What follows belongs to an exercise in optimizing a design on an open flow for small area, a short achievable clock period and few clock cycles per item; a production flow would make more cautious choices. At most, simulation tests tie the RTL to the original design; equivalence was not proved. Power figures rest on the tool's default switching activity, not on a simulated workload.

==> flow/design.v (excerpt) <==
module sorted_priority_queue_unit (
    input  logic               i_clk,
    input  logic               i_rst_n,
    input  logic               i_in_valid,
    output logic               o_in_stall,
    input  logic               i_req_type,
    input  logic signed [31:0] i_value,
    output logic               o_out_valid,
    input  logic               i_out_stall,
    output logic [1:0]         o_status,
    output logic signed [31:0] o_removed_value,
    output logic signed [31:0] o_head_value,
    output logic               o_head_valid,
    output logic [4:0]         o_entry_count,
    output logic               o_is_full,
    output logic               o_is_empty
);
    logic a_load, a_from_b, b_load, s2_load, s2_valid, commit;
    spq_ctrl u_ctrl (
        .i_clk       (i_clk),
        .i_rst_n     (i_rst_n),
        .i_in_valid  (i_in_valid),
        .o_in_stall  (o_in_stall),
        .i_out_stall (i_out_stall),
        .o_out_valid (o_out_valid),
        .o_a_load    (a_load),
        .o_a_from_b  (a_from_b),
        .o_b_load    (b_load),
        .o_s2_load   (s2_load),
        .o_s2_valid  (s2_valid),
        .o_commit    (commit)
    );
    spq_datapath u_datapath (
        .i_clk           (i_clk),
        .i_rst_n         (i_rst_n),
        .i_req_type      (i_req_type),
        .i_value         (i_value),
  ...
For scale: roughly 3100 cells after synthesis, about 690 flip-flops, roughly 110 I/O pins, ~38000 um2 of cells after synthesis.
==> module spq_datapath, before the edit <==
module spq_datapath (
    input  logic                        i_clk,
    input  logic                        i_rst_n,
    input  logic                        i_req_type,
    input  logic signed [DATA_W-1:0]    i_value,
    input  logic                        i_a_load,
    input  logic                        i_a_from_b,
    input  logic                        i_b_load,
    input  logic                        i_s2_load,
    input  logic                        i_s2_valid,
    input  logic                        i_commit,
    output logic [1:0]                  o_status,
    output logic signed [DATA_W-1:0]    o_removed_value,
    output logic signed [DATA_W-1:0]    o_head_value,
    output logic                        o_head_valid,
    output logic [4:0]                  o_entry_count,
    output logic                        o_is_full,
    output logic                        o_is_empty
);
    logic                     r_ta, r_tb, r_t2;
    logic [DATA_W-1:0]        r_xa, r_xb, r_x2;
    logic [DATA_W-1:0]        r_xan;     
    logic [CAPACITY-1:0]      r_av2;     
    logic                     r_up2;     
    logic                     r_dn2;     
    logic                     r_ins2;    
    logic                     r_rem2;    
    logic [DATA_W-1:0]        r_entry [CAPACITY];
    logic [CAPACITY-1:0]      r_val;     
    logic [1:0]               r_status;
    logic signed [DATA_W-1:0] r_removed;
    logic [4:0]               r_count;
    logic                     r_empty;   
    logic                     full, nonempty, ins_ok, rem_ok;
    logic [CAPACITY-1:0]      av;
    logic                     b;
    logic [CAPACITY-1:0]      g;
    logic [CAPACITY-1:0]      n_val;
    function automatic logic [4:0] therm_count(input logic [CAPACITY-1:0] v);
        therm_count[4] = v[15];
        therm_count[3] = v[7] & ~v[15];
        therm_count[2] = (v[3] & ~v[7]) | (v[11] & ~v[15]);
        therm_count[1] = (v[1] & ~v[3]) | (v[5] & ~v[7]) | (v[9] & ~v[11]) | (v[13] & ~v[15]);
        therm_count[0] = (v[0] & ~v[1]) | (v[2] & ~v[3]) | (v[4] & ~v[5]) | (v[6] & ~v[7])
                       | (v[8] & ~v[9]) | (v[10] & ~v[11]) | (v[12] & ~v[13]) | (v[14] & ~v[15]);
    endfunction
    assign full     = r_val[CAPACITY-1];
    assign nonempty = r_val[0];
    assign ins_ok   = i_s2_valid && r_ins2;
    assign rem_ok   = i_s2_valid && r_rem2;
    always_ff @(posedge i_clk) begin
        if (i_b_load) begin
            r_tb <= i_req_type;
            r_xb <= i_value;
        end
        if (i_a_load) begin
            r_ta <= i_a_from_b ? r_tb : i_req_type;
            r_xa <= i_a_from_b ? r_xb : i_value;
        end
    end
    spq_not #(.W(DATA_W)) u_xan (.i_a(r_xa), .o_y(r_xan));
    logic [CAPACITY-1:0] ge_e;
    logic                ge_b;
    for (genvar k = 0; k < CAPACITY; k++) begin : g_cmp
        if (k % 2 == 1) begin : g_odd
            spq_ge_nr #(.W(DATA_W)) u_ge (.i_r(r_entry[k]), .i_x(r_xa), .o_ge(ge_e[k]));
        end else begin : g_even
            spq_ge_an #(.W(DATA_W)) u_ge (.i_a(r_entry[k]), .i_nb(r_xan), .o_ge(ge_e[k]));
        end
    end
    spq_ge_an #(.W(DATA_W)) u_ge_b (.i_a(r_x2), .i_nb(r_xan), .o_ge(ge_b));
    assign av = r_val & ge_e;
    always_ff @(posedge i_clk) begin
        if (i_s2_load) begin
            r_t2   <= r_ta;
            r_x2   <= r_xa;
            r_av2  <= av;
            r_up2  <= ins_ok && ge_b;
            r_dn2  <= rem_ok;
            r_ins2 <= (r_ta == REQ_INSERT) && !(i_commit ? n_val[CAPACITY-1] : full);
            r_rem2 <= (r_ta == REQ_REMOVE) && (i_commit ? n_val[0] : nonempty);
        end
    end
    always_comb begin
        for (int k = 0; k < CAPACITY; k++) begin
            if (r_up2) begin
                g[k] = (k == 0) ? 1'b1 : r_av2[(k == 0) ? 0 : k - 1];
            end else if (r_dn2) begin
                g[k] = (k == CAPACITY - 1) ? 1'b0 : r_av2[(k == CAPACITY - 1) ? k : k + 1];
            end else begin
                g[k] = r_av2[k];
            end
        end
    end
    always_comb begin
        n_val = r_val;
        if (ins_ok) begin
            n_val = {r_val[CAPACITY-2:0], 1'b1};
        end else if (rem_ok) begin
            n_val = {1'b0, r_val[CAPACITY-1:1]};
        end
    end
    logic [CAPACITY-1:0] en, s_prev, s_x, s_next;
    always_comb begin
        for (int k = 0; k < CAPACITY; k++) begin
            s_x[k]    = ins_ok && !g[k] && ((k == 0) || g[(k == 0) ? 0 : k - 1]);
            s_prev[k] = ins_ok && !g[k] && (k != 0) && !g[(k == 0) ? 0 : k - 1];
            s_next[k] = rem_ok && (k != CAPACITY - 1);
            en[k]     = i_commit && ((ins_ok && !g[k]) || s_next[k]);
        end
    end
    always_ff @(posedge i_clk) begin
        if (!i_rst_n) begin
            r_entry[0] <= '0;
        end else if (en[0]) begin
            r_entry[0] <= ({DATA_W{s_x[0]}} & r_x2)
                        | ({DATA_W{s_next[0] && r_val[1]}} & ~r_entry[1]);
        end
    end
    logic [DATA_W-1:0] d_entry [CAPACITY];
    assign d_entry[0] = '0;
    logic [DATA_W-1:0] x2n;
    spq_not #(.W(DATA_W)) u_x2n (.i_a(r_x2), .o_y(x2n));
    for (genvar k = 1; k < CAPACITY; k++) begin : g_row
        logic [DATA_W-1:0] x_pol;
        assign x_pol = (k % 2 == 1) ? r_x2 : x2n;
        spq_aoi_row #(.W(DATA_W)) u_row (
            .i_sa (s_prev[k]),
            .i_a  (r_entry[k - 1]),
            .i_sb (s_x[k]),
            .i_b  (x_pol),
            .i_sc (s_next[k]),
            .i_c  (r_entry[(k == CAPACITY - 1) ? k : k + 1]),
            .o_y  (d_entry[k])
        );
    end
    always_ff @(posedge i_clk) begin
        for (int k = 1; k < CAPACITY; k++) begin
            if (en[k]) begin
                r_entry[k] <= d_entry[k];
            end
        end
    end
    always_ff @(posedge i_clk) begin
        if (i_commit) begin
            r_status  <= (r_t2 == REQ_INSERT) ? (full ? STAT_FULL : STAT_DONE)
                                              : (nonempty ? STAT_DONE : STAT_EMPTY);
            r_removed <= (r_t2 == REQ_REMOVE) ? r_entry[0] : '0;
        end
    end
    always_ff @(posedge i_clk) begin
        if (!i_rst_n) begin
            r_val   <= '0;
            r_count <= '0;
            r_empty <= 1'b1;
        end else if (i_commit) begin
            r_val   <= n_val;
            r_count <= therm_count(n_val);
            r_empty <= !n_val[0];
        end
    end
    assign o_status        = r_status;
    assign o_removed_value = r_removed;
    assign o_head_valid    = r_val[0];
    assign o_head_value    = r_entry[0];
    assign o_is_full       = r_val[CAPACITY-1];
    assign o_is_empty      = r_empty;
    assign o_entry_count   = r_count;
endmodule
clock: 5.0 ns
lec_check: 0
abc_clock_period_in_ps: 2000
cap_margin: 20
core_margin: 2
core_utilization: 40
cts_cluster_diameter: 80
cts_cluster_size: 20
setup_slack_margin: 2.7
slew_margin: 20
synth_hierarchical: 1
run.sh (not shown) runs the stock make flow with config.mk's settings and CLKGATE_MAP_FILE= SYNTH_SCRIPT=/design/flow/synth_recipe.tcl, a recipe that flattens the netlist after the stock synthesis.
Then changed:
--- a/flow/design.v
+++ b/flow/design.v
@@ -117,11 +117,11 @@
         end
         if (i_a_load) begin
             r_ta <= i_a_from_b ? r_tb : i_req_type;
             r_xa <= i_a_from_b ? r_xb : i_value;
+            r_xan <= ~(i_a_from_b ? r_xb : i_value);
         end
     end
-    spq_not #(.W(DATA_W)) u_xan (.i_a(r_xa), .o_y(r_xan));
     logic [CAPACITY-1:0] ge_e;
     logic                ge_b;
     for (genvar k = 0; k < CAPACITY; k++) begin : g_cmp
         if (k % 2 == 1) begin : g_odd
Clock power came out higher by a few percent.
Sequential share of layout area came out higher by 1.8 points.
Via count came out lower by a few percent.
Worst setup slack is better by 0.13 ns.
Combinational power came out lower by roughly a tenth.
Power came out higher by a few percent.
Synthesized area came out higher by a few percent.
Fmax came out higher by a few percent.
Routed wire length came out lower by a little under a tenth.
Final cell count hardly moves.
Critical path depth came out lower by 5.
First-iteration DRC count came out lower by roughly a tenth.
Global-route usage came out lower by 2.8 points.
Testbench counts after the change, summed over its fixed seeds: cycles 16,024, items 16,000.
The RTL of the first run of this note was laid out without a check of its function.

## separate check: timing with driven ports
The flow's constraints put no driver on any port. The routed layouts listed below were extracted and timed again, unchanged, in two steps. Step 1 assumes that a clkbuf_16 drives the clock port and a buf_2 every other input. Step 2 also shifts input and output timing later by t, the mid clock arrival at the registers, as if the neighbouring blocks saw the same clock. a / b / c = ideal ports / drivers / drivers and shift; a / b = the first two.
run	t (ns)	setup WS [ns]	worst setup path at the end	worst register clock-pin slew, ns
the first run	0.701	2.587 / 2.587 / 2.107	input to register	0.09 / 0.09
the second run	0.708	2.714 / 2.659 / 2.081	input to register	0.10 / 0.10
After both steps every run listed still meets setup and hold. For the second run, which loses most, drivers alone change the setup slack by -0.055 ns; drivers and shift together by -0.633 ns.
